Context: an optimization exercise on an open-source flow, tuned for small area. The choices shown serve that exercise and are no tape-out recipe. The RTL was checked by simulation tests, not by an equivalence proof against the original design.

==> flow/design.v <==
package byte_pack_fifo_hs_pkg;
    typedef enum logic {
        ST_FILL  = 1'b0,
        ST_DRAIN = 1'b1
    } state_e;
    function automatic logic lane_kept(input logic [31:0] lane, input logic [31:0] nbytes);
        lane_kept = lane < nbytes;
    endfunction
endpackage
module byte_pack_fifo_hs_shifter #(
    parameter int W = 8
) (
    input  logic [W-1:0] a,
    input  logic [W-1:0] b,
    input  logic         s,
    input  logic         sn,
    output logic [W-1:0] y
);
    assign y = ~((a | {W{s}}) & (b | {W{sn}}));
endmodule
module byte_pack_fifo_hs #(
    parameter  int IN_BYTES   = 16,
    parameter  int OUT_BYTES  = 16,
    parameter  int FIFO_BYTES = 32,
    localparam int IN_W       = $clog2(IN_BYTES + 1),
    localparam int OUT_W      = $clog2(OUT_BYTES + 1),
    localparam int LVL_W      = $clog2(FIFO_BYTES + 1)
) (
    input  logic                clk,
    input  logic                rst_n,
    input  logic                sync_rst_i,
    input  logic                drain_i,
    input  logic                in_valid,
    output logic                in_ready,
    input  logic [IN_BYTES*8-1:0] in_data,
    input  logic [IN_W-1:0]     in_nbytes,
    input  logic [OUT_W-1:0]    out_req,
    output logic                out_valid,
    input  logic                out_ready,
    output logic [OUT_BYTES*8-1:0] out_data,
    output logic [OUT_W-1:0]    out_nbytes,
    output logic [LVL_W-1:0]    level_o,
    output logic                draining_o,
    output logic                err_len_o
);
    logic [5:0]   level_q, lvl_nxt;
    logic [4:0]   rd_q, wr;
    logic         drn_q, err_q;
    logic [7:0]   stor_q [32];
    logic         in_len_ok, req_ok, would_valid, in_rdy, out_vld, push, pop;
    logic [4:0]   out_n, out_nb, pop_n, push_n;
    assign in_len_ok = (in_nbytes != 5'd0) && (in_nbytes <= 5'd16);
    assign req_ok    = (out_req != 5'd0) && (out_req <= 5'd16);
    assign in_rdy    = !drn_q && (level_q <= 6'd16);
    assign would_valid = drn_q ? (level_q != 6'd0) : (level_q >= {1'b0, out_req});
    assign out_n     = (drn_q && (level_q < {1'b0, out_req})) ? level_q[4:0] : out_req;
    assign out_vld   = would_valid & req_ok;
    assign out_nb    = out_vld ? out_n : 5'd0;
    assign push      = in_valid & in_rdy & in_len_ok;
    assign pop       = out_vld & out_ready;
    assign pop_n     = pop ? out_n : 5'd0;
    assign push_n    = push ? in_nbytes : 5'd0;
    assign lvl_nxt   = level_q - {1'b0, pop_n} + {1'b0, push_n};
    assign wr        = rd_q + level_q[4:0];
    logic [127:0] ix0, ix1, ix2, ix3, ix4;
    assign ix0 = in_data;
    for (genvar i = 0; i < 16; i++) begin : g_irot
        byte_pack_fifo_hs_shifter #(.W(8)) u_s0 (.a(ix0[i*8 +: 8]), .b(ix0[((i + 15) % 16)*8 +: 8]),
            .s(wr[0]), .sn(~wr[0]), .y(ix1[i*8 +: 8]));
        byte_pack_fifo_hs_shifter #(.W(8)) u_s1 (.a(ix1[i*8 +: 8]), .b(ix1[((i + 14) % 16)*8 +: 8]),
            .s(wr[1]), .sn(~wr[1]), .y(ix2[i*8 +: 8]));
        byte_pack_fifo_hs_shifter #(.W(8)) u_s2 (.a(ix2[i*8 +: 8]), .b(ix2[((i + 12) % 16)*8 +: 8]),
            .s(wr[2]), .sn(~wr[2]), .y(ix3[i*8 +: 8]));
        byte_pack_fifo_hs_shifter #(.W(8)) u_s3 (.a(ix3[i*8 +: 8]), .b(ix3[((i + 8) % 16)*8 +: 8]),
            .s(wr[3]), .sn(~wr[3]), .y(ix4[i*8 +: 8]));
    end
    logic [15:0] thn0, th1, thn2, th3, thn4;
    for (genvar d = 0; d < 16; d++) begin : g_th
        assign thn0[d] = (5'(d) >= push_n);
    end
    byte_pack_fifo_hs_shifter #(.W(16)) u_th0 (.a(thn0), .b({thn0[14:0], thn0[15]}),
        .s(wr[0]), .sn(~wr[0]), .y(th1));
    byte_pack_fifo_hs_shifter #(.W(16)) u_th1 (.a(th1), .b({th1[13:0], th1[15:14]}),
        .s(wr[1]), .sn(~wr[1]), .y(thn2));
    byte_pack_fifo_hs_shifter #(.W(16)) u_th2 (.a(thn2), .b({thn2[11:0], thn2[15:12]}),
        .s(wr[2]), .sn(~wr[2]), .y(th3));
    byte_pack_fifo_hs_shifter #(.W(16)) u_th3 (.a(th3), .b({th3[7:0], th3[15:8]}),
        .s(wr[3]), .sn(~wr[3]), .y(thn4));
    logic [31:0] we;
    for (genvar i = 0; i < 16; i++) begin : g_we
        logic lo;
        assign lo        = (4'(i) >= wr[3:0]) ^ wr[4];
        assign we[i]     = ~(thn4[i] | ~lo);
        assign we[i+16]  = ~(thn4[i] | lo);
    end
    always_ff @(posedge clk) begin
        for (int s = 0; s < 32; s++)
            if (we[s]) stor_q[s] <= ix4[(s%16)*8 +: 8];
    end
    logic [127:0] ox0, ox1, ox2, ox3, ox4;
    for (genvar i = 0; i < 16; i++) begin : g_bank
        logic cov;
        assign cov = (4'(i) >= rd_q[3:0]) ^ rd_q[4];
        byte_pack_fifo_hs_shifter #(.W(8)) u_sel (.a(stor_q[i]), .b(stor_q[i+16]),
            .s(~cov), .sn(cov), .y(ox0[i*8 +: 8]));
    end
    for (genvar k = 0; k < 16; k++) begin : g_orot
        byte_pack_fifo_hs_shifter #(.W(8)) u_s0 (.a(ox0[k*8 +: 8]), .b(ox0[((k + 1) % 16)*8 +: 8]),
            .s(rd_q[0]), .sn(~rd_q[0]), .y(ox1[k*8 +: 8]));
        byte_pack_fifo_hs_shifter #(.W(8)) u_s1 (.a(ox1[k*8 +: 8]), .b(ox1[((k + 2) % 16)*8 +: 8]),
            .s(rd_q[1]), .sn(~rd_q[1]), .y(ox2[k*8 +: 8]));
        byte_pack_fifo_hs_shifter #(.W(8)) u_s2 (.a(ox2[k*8 +: 8]), .b(ox2[((k + 4) % 16)*8 +: 8]),
            .s(rd_q[2]), .sn(~rd_q[2]), .y(ox3[k*8 +: 8]));
        byte_pack_fifo_hs_shifter #(.W(8)) u_s3 (.a(ox3[k*8 +: 8]), .b(ox3[((k + 8) % 16)*8 +: 8]),
            .s(rd_q[3]), .sn(~rd_q[3]), .y(ox4[k*8 +: 8]));
    end
    for (genvar k = 0; k < 16; k++) begin : g_out
        assign out_data[k*8 +: 8] = (5'(k) < out_nb) ? ~ox4[k*8 +: 8] : 8'h00;
    end
    always_ff @(posedge clk or negedge rst_n) begin
        if (!rst_n) begin
            level_q <= '0;
            rd_q    <= '0;
            drn_q   <= 1'b0;
            err_q   <= 1'b0;
        end else if (sync_rst_i) begin
            level_q <= '0;
            rd_q    <= '0;
            drn_q   <= 1'b0;
            err_q   <= 1'b0;
        end else begin
            level_q <= lvl_nxt;
            rd_q    <= rd_q + pop_n;
            err_q   <= err_q | (in_valid & in_rdy & ~in_len_ok) | (would_valid & ~req_ok);
            if (!drn_q) drn_q <= drain_i && (lvl_nxt != 6'd0);
            else        drn_q <= (lvl_nxt != 6'd0);
        end
    end
    assign in_ready   = in_rdy;
    assign out_valid  = out_vld;
    assign out_nbytes = out_nb;
    assign level_o    = level_q;
    assign draining_o = drn_q;
    assign err_len_o  = err_q;
endmodule
Settings: LEC_CHECK=0, ABC_AREA=1, CAP_MARGIN=0, CORE_MARGIN=2, CORE_UTILIZATION=70, GPL_TIMING_DRIVEN=0, SETUP_SLACK_MARGIN=0.3, SLEW_MARGIN=0, SYNTH_HIERARCHICAL=1, SYNTH_MINIMUM_KEEP_SIZE=0; clock period 10.0 ns.
standard.sh (not shown) runs the stock make flow with config.mk's settings and CLKGATE_MAP_FILE= SYNTH_SCRIPT=/design/flow/synth_recipe.tcl, a recipe that flattens the netlist after the stock synthesis.
==> flow/flow/run.sh <==
#!/bin/bash
# Own layout flow: the standard ORFS flow, with
#  - synthesis as standard, except that ABC maps with its area-only mapper (amap);
#    registers are mapped by Yosys before ABC runs, so they are the standard synthesis's;
#  - the port buffers made from the smallest buffer cell;
#  - clock tree synthesis without dummy loads.
set -euo pipefail
W=$(pwd)
# Copy of the ORFS scripts whose only change is the ABC area script.
rm -rf "$W/scripts_own"
cp -r "$FLOW_HOME/scripts" "$W/scripts_own"
cp "$W/flow/abc_area.script" "$W/scripts_own/abc_area.script"

bash standard.sh SCRIPTS_DIR="$W/scripts_own" synth > "$W/synth.log" 2>&1

bash standard.sh \
  BUFFER_PORTS_ARGS="-buffer_cell sky130_fd_sc_hd__buf_1" \
  CTS_ARGS="-sink_clustering_enable -repair_clock_nets -dont_use_dummy_load -buf_list {sky130_fd_sc_hd__clkbuf_4 sky130_fd_sc_hd__clkbuf_8} -sink_clustering_size 16 -sink_clustering_max_diameter 50" \
  finish > "$W/layout.log" 2>&1
==> flow/flow/abc_area.script <==
strash
dch
amap
topo
Then changed:
--- a/flow/design.v
+++ b/flow/design.v
@@ -71,30 +71,23 @@
             .s(wr[1]), .sn(~wr[1]), .y(ix2[i*8 +: 8]));
         byte_pack_fifo_hs_shifter #(.W(8)) u_s2 (.a(ix2[i*8 +: 8]), .b(ix2[((i + 12) % 16)*8 +: 8]),
             .s(wr[2]), .sn(~wr[2]), .y(ix3[i*8 +: 8]));
         byte_pack_fifo_hs_shifter #(.W(8)) u_s3 (.a(ix3[i*8 +: 8]), .b(ix3[((i + 8) % 16)*8 +: 8]),
             .s(wr[3]), .sn(~wr[3]), .y(ix4[i*8 +: 8]));
     end
-    logic [15:0] thn0, th1, thn2, th3, thn4;
-    for (genvar d = 0; d < 16; d++) begin : g_th
-        assign thn0[d] = (5'(d) >= push_n);
-    end
-    byte_pack_fifo_hs_shifter #(.W(16)) u_th0 (.a(thn0), .b({thn0[14:0], thn0[15]}),
-        .s(wr[0]), .sn(~wr[0]), .y(th1));
-    byte_pack_fifo_hs_shifter #(.W(16)) u_th1 (.a(th1), .b({th1[13:0], th1[15:14]}),
-        .s(wr[1]), .sn(~wr[1]), .y(thn2));
-    byte_pack_fifo_hs_shifter #(.W(16)) u_th2 (.a(thn2), .b({thn2[11:0], thn2[15:12]}),
-        .s(wr[2]), .sn(~wr[2]), .y(th3));
-    byte_pack_fifo_hs_shifter #(.W(16)) u_th3 (.a(th3), .b({th3[7:0], th3[15:8]}),
-        .s(wr[3]), .sn(~wr[3]), .y(thn4));
+    logic [4:0]  wend;
     logic [31:0] we;
+    assign wend = {1'b0, wr[3:0]} + push_n;
     for (genvar i = 0; i < 16; i++) begin : g_we
-        logic lo;
-        assign lo        = (4'(i) >= wr[3:0]) ^ wr[4];
-        assign we[i]     = ~(thn4[i] | ~lo);
-        assign we[i+16]  = ~(thn4[i] | lo);
+        logic ge, lt, hit, lo;
+        assign ge        = (4'(i) >= wr[3:0]);
+        assign lt        = (4'(i) < wend[3:0]);
+        assign hit       = wend[4] ? (ge | lt) : (ge & lt);
+        assign lo        = ge ^ wr[4];
+        assign we[i]     = hit & lo;
+        assign we[i+16]  = hit & ~lo;
     end
     always_ff @(posedge clk) begin
         for (int s = 0; s < 32; s++)
             if (we[s]) stor_q[s] <= ix4[(s%16)*8 +: 8];
     end
     logic [127:0] ox0, ox1, ox2, ox3, ox4;
=>
- area after synthesis stays flat
- design area barely changes
- critical path depth shrinks by 1
- setup slack gets worse by 0.15 ns
- via count came out higher by 0.65%

separate check: timing with driven ports:
The flow's constraints put no driver on any port. The routed layouts listed below were extracted and timed again, unchanged, in two steps. Step 1: set_driving_cell puts a clkbuf_16 on clk and a buf_2 on each other input, an assumption about the parent block. Step 2 adds t to the input delays and takes it off the output delays; t is the mean of the earliest and latest rising clock arrival at the registers after step 1. Input paths then give back, and output paths get back, about the clock's delay inside the block. a / b / c = ideal / step 1 / step 2; a / b = the first two.
| run | t (ns) | setup WS [ns] | worst setup path after step 2 | pins driven straight from the clock port |
|---|---|---|---|---|
| the first run | 0.581 | 0.675 / 0.629 / 0.744 | input to output | 1 |
| the second run | 0.587 | 0.527 / 0.482 / 0.521 | input to output | 1 |
After both steps setup and hold are still met in every run listed. The setup slack of the second run, which loses most, moves by -0.045 ns with the drivers and by -0.006 ns with both steps.
